This is an optimization exercise on Yosys and OpenROAD, whose aim is a short achievable clock period and few clock cycles, not a production implementation. Function was checked by simulation only, so behaviour that the tests miss may differ from the original. Power figures rest on the tool's default switching activity, not on a simulated workload.

==> build 58 <==
Design lc3b_cpu, start of the top module:
module lc3b_cpu #(
	parameter lc3b_pkg::lc3b_word reset_pc = 16'h0000	 
) (
	input logic clk,
	input logic rst_n,
	input lc3b_pkg::lc3b_word imem_rdata,
	input logic imem_resp,
	input lc3b_pkg::lc3b_word dmem_rdata,
	input logic dmem_resp,
	output logic imem_read,
	output lc3b_pkg::lc3b_word imem_address,
	output logic dmem_read,
	output logic dmem_write,
	output lc3b_pkg::lc3b_word dmem_address,
	output lc3b_pkg::lc3b_word dmem_wdata,
	output logic [1:0] dmem_byte_enable
);
clock: 5.5 ns
lec_check: 0
cap_margin: 20
core_margin: 2
core_utilization: 40
setup_slack_margin: 2.5
slew_margin: 20
synth_hierarchical: 1
run.sh (not shown) runs the stock make flow with config.mk's settings and CLKGATE_MAP_FILE= SYNTH_SCRIPT=/design/flow/synth_recipe.tcl, a recipe that flattens the netlist after the stock synthesis.
==> build 3 (differences from build 58) <==
--- a/flow/design.v
+++ b/flow/design.v
@@ -120,23 +120,39 @@
 	for (genvar j = 0; j < 16; j++) begin : gz
 		assign low_z[j] = (a[j:0] == '0);
 		assign high_z[j] = (a[15:j] == '0);
 	end
 	assign z_shf = shtype[0] ? high_z[shamt] : low_z[4'd15 - shamt];
 endmodule
+module lc3b_inc #(
+	parameter int W = 16,
+	parameter bit DEC = 1'b0
+) (
+	input logic [W-1:0] a,
+	output logic [W-1:0] y
+);
+	logic [W-1:0] x;
+	assign x = DEC ? ~a : a;
+	assign y[0] = ~a[0];
+	for (genvar i = 1; i < W; i++) begin : gi
+		assign y[i] = a[i] ^ (&x[i-1:0]);
+	end
+endmodule
 `timescale 1ns/1ps
 module lc3b_fetch_npc (
 	input logic [15:0] pc,
 	input logic [15:0] rdata,	 
 	input logic [127:0] trk_val,	 
 	input logic [7:0] trk_v,
 	input logic [2:0] bht,	 
 	input logic [7:0] fwd_taken,	 
 	input logic accept,	 
 	input logic redirect,	 
 	input logic [15:0] redirect_pc,
+	input logic d_redirect,	 
+	input logic [15:0] d_redirect_pc,
 	output logic [15:0] pc2,	 
 	output logic [15:0] tgt9,	 
 	output logic [15:0] tgt11,	 
 	output logic [15:0] npc,	 
 	output logic pred_t,	 
 	output logic [15:0] pc_next
@@ -206,12 +222,14 @@
 	end
 	assign npc_flip = static_t ? pc2 : tgt9;
 	assign npc = flip ? npc_flip : npc_static;
 	always_comb begin
 		if (redirect)
 			pc_next = redirect_pc;
+		else if (d_redirect)
+			pc_next = d_redirect_pc;
 		else if (accept)
 			pc_next = npc;
 		else
 			pc_next = pc;
 	end
 endmodule
@@ -233,12 +251,13 @@
 	output lc3b_pkg::lc3b_word dmem_wdata,
 	output logic [1:0] dmem_byte_enable
 );
 	localparam logic [7:0] fwd_taken = 8'b1010_1000;	 
 	localparam int bht_bits = 7;
 	logic [15:0] pc;
+	logic [15:0] regs [8];	 
 	logic d_valid;
 	logic [15:0] d_ir, d_pc2, d_tgt, d_npc;
 	logic d_pred_t;
 	logic [bht_bits-1:0] d_idx;
 	logic [2:0] d_bht;	 
 	logic e_valid;
@@ -258,12 +277,14 @@
 	logic [2:0] m_dr;
 	logic [15:0] m_sum, m_lgc, m_shf, m_result;
 	logic [2:0] m_rsel;	 
 	logic m_z;	 
 	logic [2:0] cc;
 	logic mem_stall, ld_use, redirect, full_redirect, taken;
+	logic d_red;	 
+	logic [15:0] d_rpc;
 	logic [15:0] redirect_pc, sum;
 	logic [15:0] rdata_sel, m_val;
 	logic [2:0] m_cc;
 	assign mem_stall = (dmem_read | dmem_write) & ~dmem_resp;
 	assign m_result = ({16{m_rsel[0]}} & m_sum) | ({16{m_rsel[1]}} & m_lgc)
 		| ({16{m_rsel[2]}} & m_shf);
@@ -273,12 +294,20 @@
 	assign m_cc = {m_val[15], m_val == 16'h0000, ~m_val[15] & (m_val != 16'h0000)};
 	logic [15:0] pc2_f, f_tgt9, f_tgt11, f_npc;
 	logic [3:0] f_op;
 	logic f_br, f_jsr, f_jsrr, f_lea, f_pred_t, f_accept;
 	logic [15:0] trk_val [8];	 
 	logic [7:0] trk_v;
+	logic [2:0] trk_cc;
+	logic trk_cc_v;
+	logic trk_fix;	 
+	logic s2_wr, s2_and, s2_setcc, s2_cc_v;	 
+	logic [2:0] s2_dr;
+	logic [15:0] s2_x, s2_imm, s2_sum, s2_res;
+	logic unused_s2c, s2_z;
+	logic [5:0] s2_nimm;	 
 	logic [1:0] bht_c [2**bht_bits];	 
 	logic [2**bht_bits-1:0] bht_v;
 	assign imem_address = pc;
 	assign f_op = imem_rdata[15:12];
 	assign f_br = (f_op == 4'b0000) & (imem_rdata[11:9] != 3'b000);
 	assign f_jsr = (f_op == 4'b0100) & imem_rdata[11];
@@ -295,48 +324,103 @@
 	for (genvar i = 0; i < 2**bht_bits; i++) begin : gbht
 		assign bht_next[i] = {bht_v[(i + 1) % (2**bht_bits)], bht_c[(i + 1) % (2**bht_bits)]};
 	end
 	lc3b_fetch_npc fetch_npc0 (
 		.pc, .rdata(imem_rdata), .trk_val(trk_flat), .trk_v, .bht(bht_rd), .fwd_taken,
 		.accept(f_accept), .redirect(~mem_stall & full_redirect), .redirect_pc,
+		.d_redirect(d_red), .d_redirect_pc(d_rpc),
 		.pc2(pc2_f), .tgt9(f_tgt9), .tgt11(f_tgt11), .npc(f_npc), .pred_t(f_pred_t), .pc_next
 	);
+	lc3b_adder #(.W(16)) add_s2 (.a(s2_x), .b(s2_imm), .cin(1'b0), .sum(s2_sum), .cout(unused_s2c));
+	assign s2_res = s2_and ? (s2_x & s2_imm) : s2_sum;
+	assign s2_z = s2_and ? ((s2_x & s2_imm) == 16'h0000) : (s2_x == {{10{s2_nimm[5]}}, s2_nimm});
+	logic [15:0] f_x;
+	logic f_xv, f_wr, f_setcc, f_known;
+	assign f_x = trk_val[imem_rdata[8:6]];
+	assign f_xv = trk_v[imem_rdata[8:6]] & ~trk_fix;
+	assign f_wr = (f_op == 4'b0001) | (f_op == 4'b0101) | (f_op == 4'b1001) | (f_op == 4'b1101)
+		| (f_op == 4'b0110) | (f_op == 4'b0010) | f_lea | f_jsr | f_jsrr;
+	assign f_setcc = (f_op == 4'b0001) | (f_op == 4'b0101) | (f_op == 4'b1001) | (f_op == 4'b1101)
+		| (f_op == 4'b0110) | (f_op == 4'b0010);
+	assign f_known = imem_rdata[5] & ~trk_fix & (((f_op == 4'b0001) & f_xv)
+		| ((f_op == 4'b0101) & (f_xv | (imem_rdata[4:0] == 5'd0))));
 	assign f_accept = imem_read & imem_resp & ~mem_stall & ~ld_use;
 	always_ff @(posedge clk) begin
 		if (!rst_n) begin
 			imem_read <= 1'b0;
 			pc <= reset_pc;
 			bht_key <= '0;
 			bht_rd <= 3'b000;
 			trk_v <= 8'hff;
 			for (int i = 0; i < 8; i++)
 				trk_val[i] <= 16'h0000;
+			trk_cc <= 3'b010;
+			trk_cc_v <= 1'b1;
+			trk_fix <= 1'b0;
+			s2_wr <= 1'b0;
+			s2_setcc <= 1'b0;
 		end else begin
 			imem_read <= 1'b1;
 			pc <= pc_next;
 			if (f_accept) begin
 				bht_key <= pc2_f[bht_bits:1];
 				bht_rd <= bht_next[pc[bht_bits:1]];
+			end
+			trk_fix <= ~mem_stall & full_redirect;
+			if (trk_fix) begin
+				for (int i = 0; i < 7; i++)
+					trk_val[i] <= regs[i];
+				trk_val[7] <= (m_valid && m_wr) ? m_lgc : regs[7];
+				trk_v <= 8'hff;
+				trk_cc <= cc;
+				trk_cc_v <= 1'b1;
+				if (d_valid && d_wr)
+					trk_v[d_dr] <= 1'b0;
+				if (d_valid && d_setcc)
+					trk_cc_v <= 1'b0;
+			end else if (s2_wr || s2_setcc) begin
+				if (s2_wr) begin
+					trk_val[s2_dr] <= s2_res;
+					trk_v[s2_dr] <= 1'b1;
+				end
+				trk_cc <= {s2_res[15], s2_z, ~s2_res[15] & ~s2_z};
+				trk_cc_v <= s2_cc_v;
+			end
+			s2_wr <= 1'b0;
+			s2_setcc <= 1'b0;
+			if (f_accept && f_wr) begin
 				if (f_lea) begin
 					trk_val[imem_rdata[11:9]] <= f_tgt9;
-					trk_v[imem_rdata[11:9]] <= 1'b1;
-				end else if (f_jsr | f_jsrr) begin
+					trk_v[imem_rdata[11:9]] <= ~trk_fix;
+				end else if (f_jsr || f_jsrr) begin
 					trk_val[7] <= pc2_f;
-					trk_v[7] <= 1'b1;
-				end else if (f_op == 4'b0001 || f_op == 4'b0101 || f_op == 4'b1001
-					|| f_op == 4'b1101 || f_op == 4'b0110 || f_op == 4'b0010) begin
-					trk_v[imem_rdata[11:9]] <= 1'b0;
+					trk_v[7] <= ~trk_fix;
+				end else if (f_op == 4'b0101 && imem_rdata[5] && imem_rdata[4:0] == 5'd0) begin
+					trk_val[imem_rdata[11:9]] <= 16'h0000;	 
+					trk_v[imem_rdata[11:9]] <= ~trk_fix;
+				end else begin
+					trk_v[imem_rdata[11:9]] <= 1'b0;	 
 				end
 			end
+			if (f_accept && f_setcc) begin
+				s2_setcc <= 1'b1;
+				s2_wr <= f_known;
+				s2_cc_v <= f_known;
+			end
+			s2_and <= f_op[2];
+			s2_dr <= imem_rdata[11:9];
+			s2_x <= (f_op[2] & ~f_xv) ? 16'h0000 : f_x;	 
+			s2_imm <= {{11{imem_rdata[4]}}, imem_rdata[4:0]};
+			s2_nimm <= 6'd0 - {imem_rdata[4], imem_rdata[4:0]};
 		end
 	end
 	always_ff @(posedge clk) begin
 		if (!rst_n)
 			d_valid <= 1'b0;
 		else if (!mem_stall && !ld_use)
-			d_valid <= imem_read & imem_resp & ~full_redirect;
+			d_valid <= imem_read & imem_resp & ~full_redirect & ~d_red;
 		if (!mem_stall && !ld_use) begin
 			d_ir <= imem_rdata;
 			d_pc2 <= pc2_f;
 			d_tgt <= f_lea | f_br ? f_tgt9 : f_tgt11;
 			d_npc <= f_npc;
 			d_pred_t <= f_pred_t;
@@ -365,13 +449,12 @@
 	assign d_jmp = (d_op == 4'b1100) | ((d_op == 4'b0100) & ~d_ir[11]);
 	assign d_sel[0] = (d_op == 4'b0001) | d_load | d_store;
 	assign d_sel[1] = (d_op == 4'b0101);
 	assign d_sel[2] = (d_op == 4'b1001);
 	assign d_sel[3] = (d_op == 4'b1101);
 	assign d_sel[4] = (d_op == 4'b1110) | (d_op == 4'b0100);
-	logic [15:0] regs [8];
 	always_ff @(posedge clk) begin
 		if (!rst_n) begin
 			for (int i = 0; i < 8; i++)
 				regs[i] <= 16'h0000;
 		end else if (!mem_stall && m_valid && m_wr) begin
 			regs[m_dr] <= m_val;
@@ -386,12 +469,19 @@
 			d_b = d_byte ? {{10{d_ir[5]}}, d_ir[5:0]} : {{9{d_ir[5]}}, d_ir[5:0], 1'b0};
 		else if (d_ir[5])
 			d_b = {{11{d_ir[4]}}, d_ir[4:0]};
 		else
 			d_b = d_sd;
 	end
+	logic d_taken, d_mis, d_pred_fix;
+	assign d_taken = |(d_ir[11:9] & trk_cc);
+	assign d_mis = d_valid & d_br & trk_cc_v & ~trk_fix & (d_taken != d_pred_t)
+		& (d_ir[8:0] != 9'd0);
+	assign d_red = d_mis & ~mem_stall & ~ld_use & ~redirect;
+	assign d_rpc = d_taken ? d_tgt : d_pc2;
+	assign d_pred_fix = d_mis ? d_taken : d_pred_t;
 	logic hit_a, hit_b, fwd_b;
 	logic [1:0] d_cnt_inc, d_cnt_dec;
 	assign hit_a = e_valid & e_wr & (e_dr == d_sr1);
 	assign hit_b = e_valid & e_wr & (e_dr == d_sr2);
 	assign fwd_b = hit_b & d_use_b;
 	assign ld_use = d_valid & e_valid & ((e_load & d_br) | (d_jmp & hit_a & ~e_sel[4]));
@@ -429,14 +519,14 @@
 			e_jmp <= d_jmp;
 			e_dr <= d_dr;
 			e_nzp <= d_ir[11:9];
 			e_sel <= d_sel;
 			e_shamt <= d_ir[3:0];
 			e_shtype <= d_ir[5:4];
-			e_mis_t <= ~d_pred_t & (d_ir[8:0] != 9'd0);
-			e_mis_nt <= d_pred_t & (d_ir[8:0] != 9'd0);
+			e_mis_t <= ~d_pred_fix & (d_ir[8:0] != 9'd0);
+			e_mis_nt <= d_pred_fix & (d_ir[8:0] != 9'd0);
 			e_idx <= d_idx;
 			e_cnt_t <= d_bht[2] ? d_cnt_inc : 2'b10;
 			e_cnt_nt <= d_bht[2] ? d_cnt_dec : 2'b01;
 		end
 	end
 	logic [15:0] a_reg, sd, lgc, shf;
==> build 44 (differences from build 58) <==
--- a/flow/design.v
+++ b/flow/design.v
@@ -488,20 +488,20 @@
 		if (!mem_stall) begin
 			m_wr <= e_wr;
 			m_setcc <= e_setcc;
 			m_load <= e_load;
 			m_byte <= e_byte;
 			m_dr <= e_dr;
-			m_sum <= sum;
-			m_lgc <= lgc;
-			m_shf <= shf;
-			m_rsel <= {e_sel[3], e_sel[1] | e_sel[2] | e_sel[4], e_sel[0]};
-			m_z <= (e_sel[0] & z_sum) | ((e_sel[1] | e_sel[2] | e_sel[4]) & z_lgc) | (e_sel[3] & z_shf);
 			dmem_address <= sum;
 			dmem_wdata <= e_byte ? {sd[7:0], sd[7:0]} : sd;
 		end
+		m_sum <= sum;
+		m_lgc <= lgc;
+		m_shf <= shf;
+		m_rsel <= {e_sel[3], e_sel[1] | e_sel[2] | e_sel[4], e_sel[0]};
+		m_z <= (e_sel[0] & z_sum) | ((e_sel[1] | e_sel[2] | e_sel[4]) & z_lgc) | (e_sel[3] & z_shf);
 	end
 	always_ff @(posedge clk) begin
 		if (!rst_n)
 			cc <= 3'b010;	 
 		else if (!mem_stall && m_valid && m_setcc)
 			cc <= m_cc;
==> results by group <==
Setup path
  – Crit-path max FO: 8
  – Levels on crit path: 17
  – CP max stage cell: edfxtp_1
  – CP peak stage delay: 0.51 ns

Global routing
  – Global-route track usage on met3: 8.50%

Status
  – Status: finished clean

Pwr
  – Overall power: roughly 23 mW
  – Internal power: 15.3 mW

Timing
  – Final min period: around 3.4 ns

Route
  – Drt initial violations: 8,950
  – Total Routed Length: about 250 mm

Placed design
  – Area post-placement: between 60,000 and 70,000 sq um

Min path
  – Hold Startpoint: d_idx[3]$_DFFE_PP_

Layout
  – Clock tree cell share of total cell area: 5.21%
(the above is from build 3)
==> results by group <==
Status
  – Status: finished clean

Min path
  – Hold Startpoint: d_idx[1]$_DFFE_PP_

Placed design
  – Area post-placement: 54,500 sq um

Global routing
  – Global-route track usage on met3: between 5 and 6%

Yosys
  – Post-Syn Area: 51,300 sq um
  – Synth warnings: 10

CTS
  – Clock Pin Slew Worst Setup and Hold Paths: around 0.060 ns

Layout
  – Inverters: about 130
  – Clock tree cell share of total cell area: 5.52%

Setup path
  – CP max stage cell: mux4_1
  – CP peak stage delay: about 0.55 ns

Route
  – Total Routed Length: 184 mm
  – DR vias: about 41,000
  – Drt initial violations: just under 6,000

Pwr
  – P_comb: 4.14 mW
  – Overall power: 20.5 mW

Timing
  – Final min period: roughly 3.2 ns
(the above is from build 58)
==> results by group <==
Pwr
  – Clk pwr share: between 30% and 40%
  – Seq group: between 9 and 10 mW
  – Overall power: roughly 21 mW
  – Internal power: roughly 15 mW

Min path
  – Hold Startpoint: e_setcc$_DFFE_PN_

Layout
  – Final nets: 5,109
  – NonClk Buf Share: 8.03%
  – Bufs w/o clock: 539

Setup path
  – CP max stage cell: edfxtp_1
  – CP peak stage delay: approximately 0.54 ns
  – Crit-path max FO: 5

Route
  – Total Routed Length: 193 mm
  – DR vias: 41,700
  – Drt initial violations: between 6,000 and 7,000

Timing
  – Hold Vio Cnt, Final: 0
  – Final min period: 3.19 ns

Status
  – Status: finished clean

Placed design
  – Area post-placement: 55,100 sq um

Yosys
  – Synth Area per Inst: 11.4 sq um
(the above is from build 44)
Testbench counts of build 58, summed over its fixed seeds: cycles 46,383.
Testbench counts of build 3, summed over its fixed seeds: cycles 45,774.
Testbench counts of build 44, summed over its fixed seeds: cycles 46,383.

-- what the ideal ports hide --
The results above use ideal ports. As a check the final layouts listed here were re-extracted and re-timed, cells and wires unchanged.
Step 1: set_driving_cell puts a clkbuf_16 on clk and a buf_2 on each other input, an assumption about the parent block.
Step 2 times the ports against the registers' clock, not the clock port: input delays grow and output delays shrink by t, the midpoint of the rising clock arrivals with the driver on.
Slacks: ideal ports / drivers / drivers and shift; pairs: ideal ports / drivers.
run	shift t [ns]	slack for setup (ns)	worst register clock-pin slew, ns	worst slew at a driven data input, ns
build 58	0.802	2.342 / 2.342 / 1.586	0.07 / 0.07	0.12
build 3	0.848	2.068 / 2.068 / 1.383	0.07 / 0.07	0.14
build 44	0.794	2.314 / 2.314 / 1.583	0.07 / 0.07	0.11
After both steps every run listed still meets setup and hold. The setup slack of build 58, which loses most, moves by 0.000 ns with the drivers and by -0.756 ns with both steps.
